Background: an optimization exercise with open tools, aiming at small area. Do not read the settings as production practice. Function was checked by simulation only, so behaviour that the tests miss may differ from the original. Power and IR drop assume default switching activity.

## rev 12
==> flow/design.v <==
`default_nettype none
package tinyrv1_pkg;
  localparam logic [31:0] reset_pc = 32'h0000_0200;
  localparam int unsigned reg_aw  = 5;    
  localparam int unsigned rd_lsb  = 7;
  localparam int unsigned rs1_lsb = 15;
  localparam int unsigned rs2_lsb = 20;
  localparam logic [31:0] op_add  = 32'b0000000_?????_?????_000_?????_0110011;
  localparam logic [31:0] op_addi = 32'b????????????_?????_000_?????_0010011;
  localparam logic [31:0] op_mul  = 32'b0000001_?????_?????_000_?????_0110011;
  localparam logic [31:0] op_lw   = 32'b????????????_?????_010_?????_0000011;
  localparam logic [31:0] op_sw   = 32'b???????_?????_?????_010_?????_0100011;
  localparam logic [31:0] op_jal  = 32'b????????????????????_?????_1101111;
  localparam logic [31:0] op_jr   = 32'b000000000000_?????_000_00000_1100111;  
  localparam logic [31:0] op_bne  = 32'b???????_?????_?????_001_?????_1100011;
  typedef struct packed {
    logic add;
    logic addi;
    logic mul;
    logic lw;
    logic sw;
    logic jal;
    logic jr;
    logic bne;
  } op_class_t;
  typedef enum logic [1:0] {
    imm_i,
    imm_s,
    imm_j,
    imm_b
  } imm_type_e;
  typedef enum logic [1:0] {
    pc_plus4,
    pc_jal,    
    pc_jr,     
    pc_br      
  } pc_sel_e;
  typedef enum logic [1:0] {
    byp_rf,
    byp_x,
    byp_m,
    byp_w
  } byp_sel_e;
  typedef enum logic {wb_result, wb_load} wb_sel_e;
  typedef enum logic {res_alu, res_mul} result_sel_e;
  typedef enum logic {op2_rf, op2_imm} op2_sel_e;
  typedef enum logic {op1_rf, op1_pc} op1_sel_e;    
  typedef enum logic {mem_read, mem_write} mem_type_e;
endpackage
`default_nettype wire
`default_nettype none
import tinyrv1_pkg::*;
module proc_decode (
  input  logic [31:0]            inst,
  output tinyrv1_pkg::op_class_t cls
);
  always_comb begin
    cls = '0;
    casez (inst)
      op_add:  cls.add  = 1'b1;
      op_addi: cls.addi = 1'b1;
      op_mul:  cls.mul  = 1'b1;
      op_lw:   cls.lw   = 1'b1;
      op_sw:   cls.sw   = 1'b1;
      op_jal:  cls.jal  = 1'b1;
      op_jr:   cls.jr   = 1'b1;
      op_bne:  cls.bne  = 1'b1;
      default: ;
    endcase
  end
endmodule
`default_nettype wire
`default_nettype none
module proc_regfile (
  input  logic       clk,
  input  logic [4:0] raddr,
  output logic       rbit,
  input  logic       wen,
  input  logic [4:0] waddr,
  input  logic       wbit
);
  logic [31:0] tap;
  assign tap[0] = 1'b0;    
  for (genvar r = 1; r < 32; r++) begin : g_reg
    logic [31:0] q;
    always_ff @(posedge clk) begin
      q <= {(wen && waddr == 5'(r)) ? wbit : q[0], q[31:1]};
    end
    assign tap[r] = q[0];
  end
  assign rbit = tap[raddr];
endmodule
`default_nettype wire
`default_nettype none
import tinyrv1_pkg::*;
module proc (
  input  logic        clk,
  input  logic        rst,
  output logic        imemreq_val,
  output logic [31:0] imemreq_addr,
  input  logic [31:0] imemresp_data,
  output logic        dmemreq_val,
  output logic        dmemreq_type,    
  output logic [31:0] dmemreq_addr,
  output logic [31:0] dmemreq_wdata,
  input  logic [31:0] dmemresp_rdata
);
  logic [4:0]  ph;
  logic [1:0]  pass;      
  logic        init;
  logic [31:0] r;
  logic [11:2] f;
  logic [31:0] s;
  logic [31:0] w;
  logic        cx;       
  logic        cp;       
  logic        diff;     
  logic [31:0] inst;
  tinyrv1_pkg::op_class_t cls;
  logic        last_ph;
  logic        first_ph;
  assign inst     = imemresp_data;
  assign last_ph  = (ph == 5'd31);
  assign first_ph = (ph == 5'd0);
  proc_decode decode_i (.inst(inst), .cls(cls));
  logic op_j;      
  logic op_b;      
  logic op_s;      
  logic op_r;      
  logic op_mul;    
  logic op_ld;     
  assign op_j   = inst[3];
  assign op_b   = inst[6];
  assign op_s   = inst[5] & !inst[4] & !inst[6];
  assign op_r   = inst[5] & inst[4];
  assign op_mul = op_r & inst[25];
  assign op_ld  = !inst[5] & !inst[4];
  logic a;         
  logic rs2_sel;
  logic pcb;       
  logic four;      
  logic imm;       
  logic wbit;
  logic wen;
  assign rs2_sel = pass == 2'd0 && inst[5] && !inst[2];    
  proc_regfile rf_i (
    .clk    (clk),
    .raddr  (rs2_sel ? inst[24:20] : inst[19:15]),
    .rbit   (a),
    .wen    (wen),
    .waddr  (inst[11:7]),
    .wbit   (wbit)
  );
  assign pcb  = r[0];
  assign four = (ph == 5'd2);
  logic [15:0] hiv;
  logic [7:0]  lov;
  logic [7:0]  jmv;
  logic        hi, lo, jm;
  logic        lt5, lt11, lt12, lt20, eq11;
  assign hiv = {4'b0, inst[31:20]};
  assign lov = {3'b0, inst[11:7]};
  assign jmv = {inst[15:12], inst[19:16]};
  assign hi  = hiv[ph[3:0]];
  assign lo  = lov[ph[2:0]];
  assign jm  = jmv[ph[2:0]];
  assign lt5  = ph < 5'd5;
  assign lt11 = ph < 5'd11;
  assign lt12 = ph < 5'd12;
  assign lt20 = ph < 5'd20;
  assign eq11 = ph == 5'd11;
  always_comb begin
    imm = inst[31];
    if (op_j) begin
      if (first_ph)  imm = 1'b0;
      else if (lt11) imm = hi;
      else if (eq11) imm = inst[20];
      else if (lt20) imm = jm;
    end else if (op_b) begin
      if (first_ph)  imm = 1'b0;
      else if (lt5)  imm = lo;
      else if (lt11) imm = hi;
      else if (eq11) imm = inst[7];
    end else if (op_s) begin
      if (lt5)       imm = lo;
      else if (lt12) imm = hi;
    end else begin
      if (lt12)      imm = hi;
    end
  end
  logic xa, xb, xsum, xco, xci;
  logic pb, psum, pco, pci;
  assign xa  = op_b ? pcb : a;
  assign xb  = op_r ? w[0] : op_b ? four : imm;
  assign xci = first_ph ? 1'b0 : cx;
  assign {xco, xsum} = xa + xb + xci;
  assign pb  = (cls.jal | pass[0]) ? imm : four;    
  assign pci = first_ph ? 1'b0 : cp;
  assign {pco, psum} = pcb + pb + pci;
  always_ff @(posedge clk) begin
    cx <= xco;
    cp <= pco;
  end
  logic taken;
  logic done;      
  logic mul_en;    
  assign taken = (first_ph ? 1'b0 : diff) | (a ^ w[0]);
  always_ff @(posedge clk) diff <= taken;
  always_comb begin
    if (init)
      done = 1'b1;
    else case (pass)
      2'd0:    done = !(cls.add | cls.sw | cls.lw | cls.mul | cls.bne);
      2'd1:    done = !op_b | taken;
      default: done = 1'b1;
    endcase
  end
  always_ff @(posedge clk) begin
    if (rst) begin
      ph   <= 5'd0;
      pass <= 2'd3;
    end else begin
      ph <= ph + 5'd1;
      if (last_ph) pass <= done ? 2'd0 : pass + 2'd1;
    end
  end
  assign init = (pass == 2'd3);
  assign mul_en = !init && op_mul && pass == 2'd1;
  logic mul_out;
  always_comb begin
    wen  = 1'b0;
    wbit = xsum;
    if (!init) begin
      if (pass == 2'd0 && (cls.addi | cls.jal)) wen = 1'b1;
      if (pass == 2'd1 && op_r)    begin wen = 1'b1; wbit = op_mul ? mul_out : xsum; end
      if (pass == 2'd1 && !inst[5]) begin wen = 1'b1; wbit = dmemresp_rdata[ph]; end
    end
  end
  logic r_in;
  always_comb begin
    if (init)             r_in = (ph == 5'd9);    
    else if (cls.jr)      r_in = a & !first_ph;
    else if (pass == 2'd0) r_in = cls.bne ? r[0] : psum;
    else if (op_b)        r_in = pass[0] ? psum : s[0];
    else                  r_in = r[0];
  end
  always_ff @(posedge clk) begin
    r <= {r_in, r[31:1]};
  end
  always_ff @(posedge clk) begin
    if (last_ph && done) f <= r[12:3];
  end
  logic s_in;
  assign s_in = op_s ? ((pass == 2'd0) ? a : s[0]) : op_b ? xsum : 1'b0;
  localparam int NG = 3;
  localparam logic [23:0] GL = {6'd32, 6'd22, 6'd11, 6'd0};    
  logic [31:0] pp;
  logic [31:0] sig;
  logic [31:0] s_nx;
  logic [NG-1:0] ci;
  logic [NG-1:0] co;
  assign pp = (mul_en && a) ? w : 32'd0;
  always_comb begin
    logic cy;
    for (int g = 0; g < NG; g++) begin
      cy = (g == 0) ? 1'b0 : ci[g];
      for (int i = GL[6*g +: 6]; i < GL[6*(g+1) +: 6]; i++) begin
        sig[i] = s[i] ^ pp[i] ^ cy;
        cy     = (s[i] & pp[i]) | (s[i] & cy) | (pp[i] & cy);
      end
      co[g] = cy;
    end
  end
  always_comb begin
    s_nx = {s_in, sig[31:1]};
    for (int g = 0; g < NG - 1; g++)
      s_nx[GL[6*(g+1) +: 6] - 1] = sig[GL[6*(g+1) +: 6]] ^ co[g];
  end
  always_ff @(posedge clk) begin
    ci[0] <= 1'b0;
    for (int g = 1; g < NG; g++)
      ci[g] <= mul_en & sig[GL[6*g +: 6]] & co[g - 1];
  end
  assign mul_out = sig[0];
  always_ff @(posedge clk) begin
    s <= s_nx;
  end
  logic w_hold;
  logic w_in;
  assign w_hold = mul_en || (!init && op_ld && (pass == 2'd1 || last_ph));
  assign w_in   = rs2_sel ? a : xsum;
  always_ff @(posedge clk) begin
    if (!w_hold) w <= {w_in, w[31:1]};
  end
  assign imemreq_val  = 1'b1;
  assign imemreq_addr = {20'd0, f, 2'b00};
  assign dmemreq_val   = !init && pass == 2'd1 && ((op_s && last_ph) || op_ld);
  assign dmemreq_type  = inst[5];
  assign dmemreq_addr  = {w_in, w[31:1]};
  assign dmemreq_wdata = {s_in, s[31:1]};
endmodule
`default_nettype wire
==> flow/config.mk <==
export PLATFORM = sky130hd
export DESIGN_NAME = proc
export DESIGN_NICKNAME = proc
export VERILOG_FILES = /design/flow/design.v
export SDC_FILE = /design/flow/constraint.sdc
export NUM_CORES = 4
export LEC_CHECK = 0
export CAP_MARGIN = 20
export CORE_MARGIN = 2
export CORE_UTILIZATION = 60
export SLEW_MARGIN = 20
==> flow/constraint.sdc <==
create_clock -name core_clock -period 10.0 [get_ports {clk}]
set_input_delay 2.0000 -clock core_clock [delete_from_list [all_inputs] [get_ports {clk}]]
set_output_delay 2.0000 -clock core_clock [all_outputs]
set_load 0.01 [all_outputs]
standard.sh (not shown) runs the stock make flow with config.mk's settings and CLKGATE_MAP_FILE= SYNTH_SCRIPT=/design/flow/synth_recipe.tcl, a recipe that flattens the netlist after the stock synthesis.
==> flow/flow/run.sh <==
#!/bin/bash
# The standard layout (standard.sh), with two changes: the ports are
# buffered with the smallest buffer, and the clock tree uses clkbuf_8 leaf
# clusters of up to 20 flip-flops without dummy loads.
set -e
export BUFFER_PORTS_ARGS="-buffer_cell sky130_fd_sc_hd__buf_1"
export CTS_ARGS="-sink_clustering_enable -repair_clock_nets -dont_use_dummy_load -buf_list sky130_fd_sc_hd__clkbuf_8 -sink_clustering_size 20 -sink_clustering_max_diameter 80"
bash standard.sh > standard.log 2>&1
For rev 13, these inputs were changed with respect to rev 12:
--- a/flow/design.v
+++ b/flow/design.v
@@ -79,13 +79,21 @@
   input  logic [4:0] waddr,
   input  logic       wbit
 );
   logic [31:0] tap;
+  logic [3:0] hi;
+  logic [7:0] lo;
+  for (genvar j = 0; j < 4; j++) begin : g_hi
+    assign hi[j] = (waddr[4:3] == 2'(j));
+  end
+  for (genvar k = 0; k < 8; k++) begin : g_lo
+    assign lo[k] = wen && (waddr[2:0] == 3'(k));
+  end
   assign tap[0] = 1'b0;    
   for (genvar r = 1; r < 32; r++) begin : g_reg
     logic [31:0] q;
     always_ff @(posedge clk) begin
-      q <= {(wen && waddr == 5'(r)) ? wbit : q[0], q[31:1]};
+      q <= {(hi[r / 8] && lo[r % 8]) ? wbit : q[0], q[31:1]};
     end
     assign tap[r] = q[0];
   end
   assign rbit = tap[raddr];
@@ -152,43 +160,29 @@
     .wbit   (wbit)
   );
   assign pcb  = r[0];
   assign four = (ph == 5'd2);
+  logic        fmt_j, fmt_b, fmt_s;
+  logic        b11, z0;
   logic [15:0] hiv;
   logic [7:0]  lov;
   logic [7:0]  jmv;
   logic        hi, lo, jm;
-  logic        lt5, lt11, lt12, lt20, eq11;
-  assign hiv = {4'b0, inst[31:20]};
+  logic        use_lo, use_jm;
+  assign fmt_j = op_j;
+  assign fmt_b = op_b & !op_j;
+  assign fmt_s = op_s & !op_b & !op_j;
+  assign b11 = fmt_j ? inst[20] : fmt_b ? inst[7] : inst[31];
+  assign z0  = inst[20] & !fmt_j & !fmt_b;
+  assign hiv = {{4{inst[31]}}, b11, inst[30:21], z0};
   assign lov = {3'b0, inst[11:7]};
   assign jmv = {inst[15:12], inst[19:16]};
   assign hi  = hiv[ph[3:0]];
   assign lo  = lov[ph[2:0]];
   assign jm  = jmv[ph[2:0]];
-  assign lt5  = ph < 5'd5;
-  assign lt11 = ph < 5'd11;
-  assign lt12 = ph < 5'd12;
-  assign lt20 = ph < 5'd20;
-  assign eq11 = ph == 5'd11;
-  always_comb begin
-    imm = inst[31];
-    if (op_j) begin
-      if (first_ph)  imm = 1'b0;
-      else if (lt11) imm = hi;
-      else if (eq11) imm = inst[20];
-      else if (lt20) imm = jm;
-    end else if (op_b) begin
-      if (first_ph)  imm = 1'b0;
-      else if (lt5)  imm = lo;
-      else if (lt11) imm = hi;
-      else if (eq11) imm = inst[7];
-    end else if (op_s) begin
-      if (lt5)       imm = lo;
-      else if (lt12) imm = hi;
-    end else begin
-      if (lt12)      imm = hi;
-    end
-  end
+  assign use_lo = (fmt_s | fmt_b) && ph < 5'd5 && !(fmt_b && first_ph);
+  assign use_jm = fmt_j && ph >= 5'd12 && ph < 5'd20;
+  assign imm    = use_lo ? lo : use_jm ? jm : ph[4] ? inst[31] : hi;
   logic xa, xb, xsum, xco, xci;
   logic pb, psum, pco, pci;
   assign xa  = op_b ? pcb : a;
   assign xb  = op_r ? w[0] : op_b ? four : imm;
Compared with rev 12, in rev 13 final critical path time including I/O delays and setup saw a decrease, pin count of the biggest net entering global routing decreased 2. Compare rev 12 and rev 13 | initial antenna violation count higher: rev 12. Compared with rev 12, rev 13 shows placer congestion estimate lower by about 3.2%. Going from rev 12 to rev 13, maximum vdd ir drop has increased, worst-path maximum fanout shrank by 2. Sort rev 12 and rev 13 by non-clock buffer count, descending, and rev 12 comes first. Row met3 wire length: rev 13 lower / rev 12 higher. Route | rev 13 vs rev 12 | wire shorter in rev 13. Changes observed in rev 13 relative to rev 12: post-CTS setup-driven buffer insertion count roughly the same, final standard cell area without fillers shows a reduction of 280 sq um. Diff rev 12 and rev 13: count of clock buffers in the final design lower in rev 13. Of rev 12 and rev 13, rev 12 shows the lower maximum frequency, with rev 13 above it.

separate check: timing with driven ports:
How much do the figures lean on ideal ports? The routed layouts below were timed once more, with nothing changed but the port constraints.
Step 1 assumes that a clkbuf_16 drives the clock port and a buf_2 every other input.
Step 2 moves the port delays by t, midway between the first and last clock arrival at a register: inputs arrive t later, outputs are due t later. That takes back most of the time a late clock gives input paths.
Slacks: ideal ports / drivers / drivers and shift; pairs: ideal ports / drivers.
run | shift t [ns] | setup slack, ns | hold WS [ns] | worst setup path after step 2
rev 12 | 0.673 | 1.629 / 1.657 / 0.984 | 0.264 / 0.264 / 0.264 | input to register
rev 13 | 0.707 | 1.745 / 1.716 / 1.009 | 0.267 / 0.267 / 0.267 | input to register
After both steps every run listed still meets setup and hold. For rev 13, which loses most, drivers alone change the setup slack by -0.029 ns; drivers and shift together by -0.736 ns.
